This is an optimization exercise on Yosys and OpenROAD, whose aim is small area and a short achievable clock period, not a production implementation. At most, simulation tests tie the RTL to the original design; equivalence was not proved.

==> run A <==
Design mcu_subsystem, start of the top module:
module mcu_subsystem (
  input  wire                           clock,
  input  wire                           arst_n,
  input  wire [31:0]                    bus_address,
  input  wire [31:0]                    bus_write_data,
  input  wire [3:0]                     bus_write_strobe,
  input  wire                           bus_read_request,
  input  wire                           bus_write_request,
  output wire [31:0]                    bus_read_data,
  output wire                           bus_read_response,
  output wire                           bus_write_response,
  output wire                           irq_timer,
  input  wire [mcu_pkg::GPIO_WIDTH-1:0] gpio_input,
  output wire [mcu_pkg::GPIO_WIDTH-1:0] gpio_output,
  output wire [mcu_pkg::GPIO_WIDTH-1:0] gpio_oe
);
clock: 4.5 ns
lec_check: 0
cap_margin: 20
core_margin: 2
core_utilization: 55
place_density: 0.65
setup_slack_margin: 1.0
slew_margin: 20
synth_memory_max_bits: 16384
run.sh (not shown) runs the stock make flow with config.mk's settings and CLKGATE_MAP_FILE= SYNTH_SCRIPT=/design/flow/synth_recipe.tcl, a recipe that flattens the netlist after the stock synthesis.
==> run B: changes against run A <==
--- a/flow/design.v
+++ b/flow/design.v
@@ -47,25 +47,21 @@
   input  wire         read_request,
   input  wire         write_request,
   output logic        ram_hit,
   output logic        mtimer_hit,
   output logic        gpio_hit,
-  input  wire  [31:0] ram_rdata,
   input  wire  [31:0] mtimer_rdata,
   input  wire  [31:0] gpio_rdata,
-  output logic [31:0] read_data,
+  output logic [31:0] other_rdata,    
   output logic        read_response,
   output logic        write_response
 );
   assign ram_hit    = (address[31:10] == mcu_pkg::RAM_BASE[31:10]);
   assign mtimer_hit = (address[31:5]  == mcu_pkg::MTIMER_BASE[31:5]);
   assign gpio_hit   = (address[31:5]  == mcu_pkg::GPIO_BASE[31:5]);
-  always_ff @(posedge clock) begin
-    read_data <= ({32{ram_hit}}    & ram_rdata)
-               | ({32{mtimer_hit}} & mtimer_rdata)
-               | ({32{gpio_hit}}   & gpio_rdata);
-  end
+  assign other_rdata = ({32{mtimer_hit}} & mtimer_rdata)
+                     | ({32{gpio_hit}}   & gpio_rdata);
   always_ff @(posedge clock or negedge arst_n) begin
     if (!arst_n) begin
       read_response  <= 1'b0;
       write_response <= 1'b0;
     end else begin
@@ -74,62 +70,116 @@
     end
   end
 endmodule
 `default_nettype wire
 `default_nettype none
-module ram (
+module ram_bank (
   input  wire         clock,
-  input  wire  [7:0]  index,      
-  input  wire         we,         
-  input  wire  [3:0]  wstrb,
+  input  wire  [15:0] rsel,        
+  input  wire  [15:0] wsel_p,      
+  input  wire  [15:0] wsel_n,      
+  input  wire         bank_p,      
+  input  wire         bank_n,      
   input  wire  [31:0] wdata,
-  output logic [31:0] rdata       
+  output logic [31:0] rdata
 );
-  logic [31:0] words [256];
-  logic [3:0]  pend_p [4];    
-  logic [3:0]  pend_n [4];    
-  logic [31:0] pend_data;
-  logic [3:0]  cur_grp [4];
-  always_comb begin
-    for (int g = 0; g < 4; g++) begin
-      for (int v = 0; v < 4; v++) begin
-        cur_grp[g][v] = (index[2*g +: 2] == 2'(v));
-      end
+  logic [31:0] words [16];
+  for (genvar j = 0; j < 16; j++) begin : g_word
+    wire wen   = wsel_p[j] & bank_p;
+    wire wen_n = wsel_n[j] | bank_n;
+    always_ff @(posedge clock) begin
+      words[j] <= ({32{wen}} & wdata) | ({32{wen_n}} & words[j]);
     end
   end
-  logic [31:0] arr_rdata;
   always_comb begin
-    arr_rdata = 32'h0;
-    for (int i = 0; i < 256; i++) begin
-      arr_rdata = arr_rdata | (words[i] & {32{index == 8'(i)}});
+    rdata = 32'h0;
+    for (int j = 0; j < 16; j++) begin
+      rdata = rdata | (words[j] & {32{rsel[j]}});
     end
   end
-  logic hit_pend;
+endmodule
+module ram_bank_dec (
+  input  wire         rd_bank,
+  input  wire  [3:0]  rd_index,
+  output logic [15:0] rsel
+);
   always_comb begin
-    hit_pend = 1'b1;
-    for (int g = 0; g < 4; g++) begin
-      hit_pend = hit_pend & |(pend_p[g] & cur_grp[g]);
+    for (int j = 0; j < 16; j++) begin
+      rsel[j] = rd_bank && (rd_index == 4'(j));
     end
   end
-  assign rdata = hit_pend ? pend_data : arr_rdata;
-  always_ff @(posedge clock) begin
-    for (int g = 0; g < 3; g++) begin
-      pend_p[g] <= cur_grp[g];
-      pend_n[g] <= ~cur_grp[g];
+endmodule
+module ram (
+  input  wire         clock,
+  input  wire  [7:0]  index,        
+  input  wire         we,           
+  input  wire  [3:0]  wstrb,
+  input  wire  [31:0] wdata,
+  input  wire         ram_hit,      
+  input  wire  [31:0] other_rdata,  
+  output logic [31:0] read_data     
+);
+  logic [15:0] cur_lo, cur_hi;
+  always_comb begin
+    for (int v = 0; v < 16; v++) begin
+      cur_lo[v] = (index[3:0] == 4'(v));
+      cur_hi[v] = (index[7:4] == 4'(v));
+    end
+  end
+  logic [15:0] pend_lo_p, pend_lo_n, pend_hi_p, pend_hi_n;
+  logic [7:0]  pend_index;
+  logic        pend_valid;
+  logic [31:0] pend_wdata;
+  logic [3:0]  pend_wstrb;
+  logic [31:0] commit_data;
+  logic [31:0] bank_rdata [16];
+  for (genvar b = 0; b < 16; b++) begin : g_bank
+    logic [15:0] rsel;
+    ram_bank_dec dec_inst (
+      .rd_bank  (cur_hi[b]),
+      .rd_index (index[3:0]),
+      .rsel     (rsel)
+    );
+    ram_bank bank_inst (
+      .clock    (clock),
+      .rsel     (rsel),
+      .wsel_p   (pend_lo_p),
+      .wsel_n   (pend_lo_n),
+      .bank_p   (pend_hi_p[b]),
+      .bank_n   (pend_hi_n[b]),
+      .wdata    (commit_data),
+      .rdata    (bank_rdata[b])
+    );
+  end
+  logic [31:0] quad_rdata [4];
+  always_comb begin
+    for (int q = 0; q < 4; q++) begin
+      quad_rdata[q] = bank_rdata[4*q] | bank_rdata[4*q+1] | bank_rdata[4*q+2] | bank_rdata[4*q+3];
     end
-    pend_p[3] <= cur_grp[3] & {4{we}};
-    pend_n[3] <= ~(cur_grp[3] & {4{we}});
+  end
+  wire hit_pend = pend_valid && (pend_index == index);
+  logic [31:0] quad_q [4];
+  logic [31:0] extra_q;
+  assign read_data = quad_q[0] | quad_q[1] | quad_q[2] | quad_q[3] | extra_q;
+  always_comb begin
     for (int b = 0; b < 4; b++) begin
-      pend_data[8*b +: 8] <= wstrb[b] ? wdata[8*b +: 8] : rdata[8*b +: 8];
+      commit_data[8*b +: 8] = pend_wstrb[b] ? pend_wdata[8*b +: 8] : read_data[8*b +: 8];
     end
   end
-  for (genvar i = 0; i < 256; i++) begin : g_word
-    wire wen   = pend_p[0][i%4] & pend_p[1][(i/4)%4] & pend_p[2][(i/16)%4] & pend_p[3][i/64];
-    wire wen_n = pend_n[0][i%4] | pend_n[1][(i/4)%4] | pend_n[2][(i/16)%4] | pend_n[3][i/64];
-    always_ff @(posedge clock) begin
-      words[i] <= ({32{wen}} & pend_data) | ({32{wen_n}} & words[i]);
+  always_ff @(posedge clock) begin
+    pend_lo_p  <= cur_lo;
+    pend_lo_n  <= ~cur_lo;
+    pend_hi_p  <= cur_hi & {16{we}};
+    pend_hi_n  <= ~(cur_hi & {16{we}});
+    pend_index <= index;
+    pend_valid <= we;
+    pend_wdata <= wdata;
+    pend_wstrb <= wstrb;
+    for (int q = 0; q < 4; q++) begin
+      quad_q[q] <= quad_rdata[q] & {32{ram_hit && !hit_pend}};
     end
+    extra_q <= (commit_data & {32{ram_hit && hit_pend}}) | other_rdata;
   end
 endmodule
 `default_nettype wire
 `default_nettype none
 module mtimer (
@@ -181,15 +231,34 @@
         mcu_pkg::MTIMER_CTRL: if (wstrb[0]) enable <= wdata[0];
         default: ;
       endcase
     end
   end
+  logic [7:0] byte_gt, byte_eq;
+  logic       time_ge_cmp;
+  always_comb begin
+    logic [3:0] gt4, eq4;
+    logic [1:0] gt2, eq2;
+    for (int k = 0; k < 8; k++) begin
+      byte_gt[k] = (mtime[8*k +: 8] > mtimecmp[8*k +: 8]);
+      byte_eq[k] = (mtime[8*k +: 8] == mtimecmp[8*k +: 8]);
+    end
+    for (int k = 0; k < 4; k++) begin
+      gt4[k] = byte_gt[2*k+1] | (byte_eq[2*k+1] & byte_gt[2*k]);
+      eq4[k] = byte_eq[2*k+1] & byte_eq[2*k];
+    end
+    for (int k = 0; k < 2; k++) begin
+      gt2[k] = gt4[2*k+1] | (eq4[2*k+1] & gt4[2*k]);
+      eq2[k] = eq4[2*k+1] & eq4[2*k];
+    end
+    time_ge_cmp = gt2[1] | (eq2[1] & gt2[0]) | (eq2[1] & eq2[0]);
+  end
   always_ff @(posedge clock or negedge arst_n) begin
     if (!arst_n) begin
       irq <= 1'b0;
     end else begin
-      irq <= enable && (mtime >= mtimecmp);
+      irq <= enable && time_ge_cmp;
     end
   end
   always_comb begin
     case (offset)
       mcu_pkg::MTIME_LO:    rd_word = mtime[31:0];
@@ -260,34 +329,35 @@
   input  wire [mcu_pkg::GPIO_WIDTH-1:0] gpio_input,
   output wire [mcu_pkg::GPIO_WIDTH-1:0] gpio_output,
   output wire [mcu_pkg::GPIO_WIDTH-1:0] gpio_oe
 );
   logic        ram_hit, mtimer_hit, gpio_hit;
-  logic [31:0] ram_rdata, mtimer_rdata, gpio_rdata;
+  logic [31:0] mtimer_rdata, gpio_rdata, other_rdata;
   system_bus system_bus_inst (
     .clock          (clock),
     .arst_n         (arst_n),
     .address        (bus_address),
     .read_request   (bus_read_request),
     .write_request  (bus_write_request),
     .ram_hit        (ram_hit),
     .mtimer_hit     (mtimer_hit),
     .gpio_hit       (gpio_hit),
-    .ram_rdata      (ram_rdata),
     .mtimer_rdata   (mtimer_rdata),
     .gpio_rdata     (gpio_rdata),
-    .read_data      (bus_read_data),
+    .other_rdata    (other_rdata),
     .read_response  (bus_read_response),
     .write_response (bus_write_response)
   );
   ram ram_inst (
     .clock    (clock),
     .index    (bus_address[9:2]),
     .we       (bus_write_request && ram_hit),
     .wstrb    (bus_write_strobe),
     .wdata    (bus_write_data),
-    .rdata    (ram_rdata)
+    .ram_hit  (ram_hit),
+    .other_rdata    (other_rdata),
+    .read_data      (bus_read_data)
   );
   mtimer mtimer_inst (
     .clock   (clock),
     .arst_n  (arst_n),
     .offset  (bus_address[4:0]),
Settings changed: CORE_UTILIZATION 55 to 65, CTS_CLUSTER_DIAMETER from default to 60, CTS_CLUSTER_SIZE from default to 30, GPL_TIMING_DRIVEN from default to 1, PLACE_DENSITY 0.65 to 0.72, SETUP_SLACK_MARGIN 1.0 to 1.2, SYNTH_HIERARCHICAL from default to 1, SYNTH_MINIMUM_KEEP_SIZE from default to 0.
==> comparison table <==
metric	run A	run B
Clock sinks	8,452	8,625
Async SR Flop Fraction	0.0194	0.0190
Post-Synthesis Mean Instance Area	10.8 sq um	11.6 sq um
Synth Area in Compound Gates	0.345	0.341
Quantity of gates resized following cts	335	371
Unique masters post-synth	89	97
Netlist area before placement	319,000 sq um	323,000 sq um
Post-synthesis mux area share	0.0179	0.00589
Number of post-CTS setup repair buffers	129	17
Placed Instances	39,600	33,200
Routability Congestion	1.75	0.993
Number of cell rows	279	258
Detailed Place HPWL	2410 mm	783 mm
Post-synth top area share	0.520	0.524
Starting utilization of the core area	0.553	0.654
Synthesized-area fraction occupied by xor and xnor cells	0	0.000236
Share of synthesized cell area in and, or, nand and nor gates	0.0548	0.0400
Setup slack at placement	-2.30 ns	-0.866 ns
Count of mapped cells out of synthesis	29,500	27,900
Vertical extent of the die	766 um	709 um
Share of the yosys chip area belonging to registers	0.533	0.537
Placed Instance Area	384,000 sq um	337,000 sq um
Die width	766 um	709 um
Total number of yosys warnings	8	18
Outcome	did not finish	finished with violations
Last stage reached	5_1_grt	-
Layout check failures	-	antenna violations
Clock buffer count from CTS	830	566
For run A, only the layout was checked, not whether the RTL still works.

-- port drivers added, routing unchanged --
No port has a modelled driver above. Below, the same layout with a new extraction and two added sets of constraints.
Step 1 assumes that a clkbuf_16 drives the clock port and a buf_2 every other input.
Step 2 adds t to the input delays and takes it off the output delays; t is the mean of the earliest and latest rising clock arrival at the registers after step 1. Input paths then give back, and output paths get back, about the clock's delay inside the block.
Slacks: ideal / step 1 / step 2; pairs: ideal / step 1.
run: run B
shift t [ns]: 1.241
setup slack, ns: 1.040 / 0.965 / -0.094
worst setup path at the end: input to register
clock arrival spread, ns: 0.055 / 0.054
slew at the worst register clock pin (ns): 0.11 / 0.11
For run B, drivers alone change the setup slack by -0.075 ns; drivers and shift together by -1.134 ns.
